What follows belongs to an exercise in optimizing a design on an open flow for small area and a short achievable clock period; a production flow would make more cautious choices. RTL that was checked went through simulation tests only; none was proved equivalent to the original.

==> module pmc_a221oi, before the edit <==
module pmc_a221oi (input logic a1, input logic a2, input logic b1, input logic b2,
                   input logic c1, output logic y);
    assign y = !((a1 & a2) | (b1 & b2) | c1);
endmodule
==> module pmc_a21o, before the edit <==
module pmc_a21o (input logic a1, input logic a2, input logic b1, output logic y);
    assign y = (a1 & a2) | b1;
endmodule
==> module prog_mem_ctrl, before the edit <==
module prog_mem_ctrl (
    input  logic        clk,
    input  logic        rst,
    input  logic        load_start,
    input  logic        load_valid,
    input  logic [7:0]  load_byte,
    output logic        load_ready,
    input  logic        load_end,
    output logic [8:0]  load_count,
    input  logic        fetch_req,
    input  logic [15:0] fetch_addr,
    output logic        fetch_ready,
    output logic        fetch_valid,
    output logic [15:0] fetch_inst,
    output logic        fetch_err
);
    logic        r_idle;
    logic        r_load;
    logic        r_resp;
    logic [7:0]  r_wptr;
    logic [8:0]  r_load_count;
    logic        r_phase;      
    logic [15:0] r_inst_pre_n;   
    logic        r_err_pre_n;    
    logic [15:0] r_inst_hold;    
    logic        r_err_hold;
    logic        w_wr_en;
    logic        w_last;
    logic [8:0]  w_wptr_next;
    logic [15:0] w_rdata;      
    logic [15:0] w_rdata_n;
    logic        w_sel_p0;     
    logic        w_sel_p1;     
    logic [15:0] w_keep_pre;   
    logic [15:0] w_pre_next_n;
    logic        w_err;
    logic        w_take_fetch;
    logic        w_rst_n;      
    assign w_wr_en = r_load && load_valid;
    assign w_wptr_next = {1'b0, r_wptr} + {8'd0, w_wr_en};
    assign w_last      = w_wptr_next[8];
    prog_byte_ram u_ram (
        .clk   (clk),
        .load  (r_load),
        .valid (load_valid),
        .phase (r_phase),
        .waddr (r_wptr),
        .wdata (load_byte),
        .raddr (fetch_addr[7:1]),
        .rdata   (w_rdata),
        .rdata_n (w_rdata_n)
    );
    assign w_err = fetch_addr[0] || (|fetch_addr[15:8]) ||
                   ({1'b0, fetch_addr[7:1]} >= r_load_count[8:1]);
    assign w_take_fetch = r_idle && !load_start && fetch_req;
    assign w_sel_p0   = w_rst_n && w_take_fetch && !w_err && !r_phase;
    assign w_sel_p1   = w_rst_n && w_take_fetch && !w_err &&  r_phase;
    assign w_keep_pre = {16{w_rst_n && !w_take_fetch}} & ~r_inst_pre_n;
    for (genvar b = 0; b < 16; b++) begin : g_pre
        pmc_a221oi u_pre (.a1(w_sel_p0), .a2(w_rdata[b]), .b1(w_sel_p1), .b2(w_rdata_n[b]),
                          .c1(w_keep_pre[b]), .y(w_pre_next_n[b]));
    end
    assign load_ready  = r_load;
    assign fetch_ready = r_idle;
    assign fetch_valid = r_resp && !rst;
    logic [16:0] w_pre_sel;
    for (genvar b = 0; b < 17; b++) begin : g_omux
        if (b < 16) begin : g_inst
            pmc_nor2 u_nor (.a(rst), .b(r_inst_pre_n[b]), .y(w_pre_sel[b]));
            pmc_a21o u_out (.a1(rst), .a2(r_inst_hold[b]), .b1(w_pre_sel[b]),
                            .y(fetch_inst[b]));
        end else begin : g_err
            pmc_nor2 u_nor (.a(rst), .b(r_err_pre_n), .y(w_pre_sel[b]));
            pmc_a21o u_out (.a1(rst), .a2(r_err_hold), .b1(w_pre_sel[b]),
                            .y(fetch_err));
        end
    end
    pmc_inv  u_rst_n   (.a(rst), .y(w_rst_n));
    assign load_count  = r_load_count;
    always_ff @(posedge clk) begin
        r_inst_pre_n <= w_pre_next_n;
    end
    always_ff @(posedge clk) begin
        if (load_start && r_idle) begin
            r_wptr <= '0;
        end else begin
            r_wptr <= w_wptr_next[7:0];
        end
        if (!w_rst_n) begin
            r_idle       <= 1'b1;
            r_load       <= 1'b0;
            r_resp       <= 1'b0;
            r_load_count <= '0;
            r_phase      <= 1'b0;
            r_err_pre_n  <= 1'b1;
            r_inst_hold  <= '0;
            r_err_hold   <= 1'b0;
        end else begin
            r_idle <= (r_idle && !load_start && !fetch_req) || r_resp ||
                      (r_load && (load_end || w_last));
            r_load <= (r_idle && load_start) || (r_load && !load_end && !w_last);
            r_resp <= w_take_fetch;
            r_phase <= !r_phase;
            if (r_load && (load_end || w_last)) begin
                r_load_count <= w_wptr_next;
            end
            r_inst_hold <= ~r_inst_pre_n;
            r_err_hold  <= ~r_err_pre_n;
            if (w_take_fetch) begin
                r_err_pre_n <= !w_err;
            end
        end
    end
endmodule
==> flow/config.mk <==
export PLATFORM = sky130hd
export DESIGN_NAME = prog_mem_ctrl
export DESIGN_NICKNAME = prog_mem_ctrl
export VERILOG_FILES = /design/flow/design.v
export SDC_FILE = /design/flow/constraint.sdc
export NUM_CORES = 4
export LEC_CHECK = 0
export CAP_MARGIN = 20
export CORE_MARGIN = 2
export CORE_UTILIZATION = 55
export SETUP_SLACK_MARGIN = 4.0
export SLEW_MARGIN = 20
export SYNTH_HIERARCHICAL = 1
==> flow/constraint.sdc <==
create_clock -name core_clock -period 7.0 [get_ports {clk}]
set_input_delay 1.4000 -clock core_clock [delete_from_list [all_inputs] [get_ports {clk}]]
set_output_delay 1.4000 -clock core_clock [all_outputs]
set_load 0.01 [all_outputs]
standard.sh (not shown) runs the stock make flow with config.mk's settings and CLKGATE_MAP_FILE= SYNTH_SCRIPT=/design/flow/synth_recipe.tcl, a recipe that flattens the netlist after the stock synthesis.
==> flow/flow/run.sh <==
#!/bin/bash
# Layout flow: the standard ORFS flow (standard.sh) with two changes:
#  - clock tree synthesis without dummy loads, clusters of at most 16 sinks
#    within 50 um, clkbuf_8 buffers;
#  - the reset input and the fetch response outputs placed as one pin group
#    (flow/io.tcl), since reset acts on those outputs within the cycle.
# Each tool's output goes to its ORFS log under orfs/logs/; make's own output
# goes to make_finish.log in the work folder.
set -euo pipefail
cd "$(dirname "$0")/.."
CTS="-sink_clustering_enable -repair_clock_nets -dont_use_dummy_load"
CTS="$CTS -sink_clustering_size 16 -sink_clustering_max_diameter 50"
CTS="$CTS -buf_list sky130_fd_sc_hd__clkbuf_8"
bash standard.sh "CTS_ARGS=$CTS" "IO_CONSTRAINTS=$PWD/flow/io.tcl" finish > make_finish.log 2>&1
==> flow/flow/io.tcl <==
# Keep the reset input and the fetch response outputs next to each other.
set_io_pin_constraint -group -order -pin_names {rst fetch_valid fetch_err fetch_inst[0] fetch_inst[1] fetch_inst[2] fetch_inst[3] fetch_inst[4] fetch_inst[5] fetch_inst[6] fetch_inst[7] fetch_inst[8] fetch_inst[9] fetch_inst[10] fetch_inst[11] fetch_inst[12] fetch_inst[13] fetch_inst[14] fetch_inst[15]}
Change:
--- a/flow/design.v
+++ b/flow/design.v
@@ -107,11 +107,11 @@
 endmodule
 module pmc_and4 (input logic a, input logic b, input logic c, input logic d, output logic y);
     assign y = a & b & c & d;
 endmodule
-module pmc_a221oi (input logic a1, input logic a2, input logic b1, input logic b2,
-                   input logic c1, output logic y);
-    assign y = !((a1 & a2) | (b1 & b2) | c1);
+module pmc_a221o (input logic a1, input logic a2, input logic b1, input logic b2,
+                  input logic c1, output logic y);
+    assign y = (a1 & a2) | (b1 & b2) | c1;
 endmodule
 module pmc_oai22 (input logic a1, input logic a2, input logic b1, input logic b2, output logic y);
     assign y = !((a1 | a2) & (b1 | b2));
 endmodule
@@ -119,10 +119,10 @@
 `default_nettype none
 module pmc_inv (input logic a, output logic y);
     assign y = !a;
 endmodule
-module pmc_a21o (input logic a1, input logic a2, input logic b1, output logic y);
-    assign y = (a1 & a2) | b1;
+module pmc_a21oi (input logic a1, input logic a2, input logic b1, output logic y);
+    assign y = !((a1 & a2) | b1);
 endmodule
 `default_nettype wire
 `default_nettype none
 module prog_mem_ctrl (
@@ -146,21 +146,21 @@
     logic        r_resp;
     logic [7:0]  r_wptr;
     logic [8:0]  r_load_count;
     logic        r_phase;      
-    logic [15:0] r_inst_pre_n;   
-    logic        r_err_pre_n;    
-    logic [15:0] r_inst_hold;    
-    logic        r_err_hold;
+    logic [15:0] r_inst_pre;   
+    logic        r_err_pre;    
+    logic [15:0] r_inst_hold_n;   
+    logic        r_err_hold_n;
     logic        w_wr_en;
     logic        w_last;
     logic [8:0]  w_wptr_next;
     logic [15:0] w_rdata;      
     logic [15:0] w_rdata_n;
     logic        w_sel_p0;     
     logic        w_sel_p1;     
     logic [15:0] w_keep_pre;   
-    logic [15:0] w_pre_next_n;
+    logic [15:0] w_pre_next;
     logic        w_err;
     logic        w_take_fetch;
     logic        w_rst_n;      
     assign w_wr_en = r_load && load_valid;
@@ -181,32 +181,32 @@
                    ({1'b0, fetch_addr[7:1]} >= r_load_count[8:1]);
     assign w_take_fetch = r_idle && !load_start && fetch_req;
     assign w_sel_p0   = w_rst_n && w_take_fetch && !w_err && !r_phase;
     assign w_sel_p1   = w_rst_n && w_take_fetch && !w_err &&  r_phase;
-    assign w_keep_pre = {16{w_rst_n && !w_take_fetch}} & ~r_inst_pre_n;
+    assign w_keep_pre = {16{w_rst_n && !w_take_fetch}} & r_inst_pre;
     for (genvar b = 0; b < 16; b++) begin : g_pre
-        pmc_a221oi u_pre (.a1(w_sel_p0), .a2(w_rdata[b]), .b1(w_sel_p1), .b2(w_rdata_n[b]),
-                          .c1(w_keep_pre[b]), .y(w_pre_next_n[b]));
+        pmc_a221o u_pre (.a1(w_sel_p0), .a2(w_rdata[b]), .b1(w_sel_p1), .b2(w_rdata_n[b]),
+                         .c1(w_keep_pre[b]), .y(w_pre_next[b]));
     end
     assign load_ready  = r_load;
     assign fetch_ready = r_idle;
     assign fetch_valid = r_resp && !rst;
-    logic [16:0] w_pre_sel;
+    logic [16:0] w_pre_sel_n;
     for (genvar b = 0; b < 17; b++) begin : g_omux
         if (b < 16) begin : g_inst
-            pmc_nor2 u_nor (.a(rst), .b(r_inst_pre_n[b]), .y(w_pre_sel[b]));
-            pmc_a21o u_out (.a1(rst), .a2(r_inst_hold[b]), .b1(w_pre_sel[b]),
-                            .y(fetch_inst[b]));
+            pmc_nor2  u_nor (.a(rst), .b(r_inst_pre[b]), .y(w_pre_sel_n[b]));
+            pmc_a21oi u_out (.a1(rst), .a2(r_inst_hold_n[b]), .b1(w_pre_sel_n[b]),
+                             .y(fetch_inst[b]));
         end else begin : g_err
-            pmc_nor2 u_nor (.a(rst), .b(r_err_pre_n), .y(w_pre_sel[b]));
-            pmc_a21o u_out (.a1(rst), .a2(r_err_hold), .b1(w_pre_sel[b]),
-                            .y(fetch_err));
+            pmc_nor2  u_nor (.a(rst), .b(r_err_pre), .y(w_pre_sel_n[b]));
+            pmc_a21oi u_out (.a1(rst), .a2(r_err_hold_n), .b1(w_pre_sel_n[b]),
+                             .y(fetch_err));
         end
     end
     pmc_inv  u_rst_n   (.a(rst), .y(w_rst_n));
     assign load_count  = r_load_count;
     always_ff @(posedge clk) begin
-        r_inst_pre_n <= w_pre_next_n;
+        r_inst_pre <= w_pre_next;
     end
     always_ff @(posedge clk) begin
         if (load_start && r_idle) begin
             r_wptr <= '0;
@@ -218,11 +218,11 @@
             r_load       <= 1'b0;
             r_resp       <= 1'b0;
             r_load_count <= '0;
             r_phase      <= 1'b0;
-            r_err_pre_n  <= 1'b1;
-            r_inst_hold  <= '0;
-            r_err_hold   <= 1'b0;
+            r_err_pre    <= 1'b0;
+            r_inst_hold_n <= '1;
+            r_err_hold_n  <= 1'b1;
         end else begin
             r_idle <= (r_idle && !load_start && !fetch_req) || r_resp ||
                       (r_load && (load_end || w_last));
             r_load <= (r_idle && load_start) || (r_load && !load_end && !w_last);
@@ -230,12 +230,12 @@
             r_phase <= !r_phase;
             if (r_load && (load_end || w_last)) begin
                 r_load_count <= w_wptr_next;
             end
-            r_inst_hold <= ~r_inst_pre_n;
-            r_err_hold  <= ~r_err_pre_n;
+            r_inst_hold_n <= ~r_inst_pre;
+            r_err_hold_n  <= ~r_err_pre;
             if (w_take_fetch) begin
-                r_err_pre_n <= !w_err;
+                r_err_pre  <= w_err;
             end
         end
     end
 endmodule
=> The new run finished with timing, DRC and antenna clean. Non-clock buffer count is higher by 84. Via count rose by 1.2%. Worst setup slack gets better by 140 ps. Count of clock-buffer cells in the layout decreases by 1. Die area barely changes. Global-route usage climbs by 0.50 points. Routed wire length came out higher by 2.7%. Design area goes up by 1.2%. Register-to-register slack is worse by 120 ps. Clock skew fell by 15 ps. Hold slack gets worse by 28 ps.
No functional check of the RTL was part of the first run of this note.

## re-timing with driven ports
How much do the figures lean on ideal ports? The routed layouts below were timed once more, with nothing changed but the port constraints. Step 1 sets driving cells, clkbuf_16 on the clock port and buf_2 on the other inputs (assumed; they add their load-dependent delay and slew). Step 2, shift: input delay + t, output delay - t, t = (earliest + latest rising clock arrival at the registers) / 2. This alone moves slack from input paths to output paths. Slacks: ideal ports / drivers / drivers and shift; pairs: ideal ports / drivers.
run | t, ns | setup slack, ns | worst setup path at the end
the first run | 0.996 | 3.437 / 3.351 / 2.968 | input to register
the second run | 0.998 | 3.582 / 3.034 / 2.849 | input to register
After both steps setup and hold are still met in every run listed. The setup slack of the second run, which loses most, moves by -0.548 ns with the drivers and by -0.733 ns with both steps.
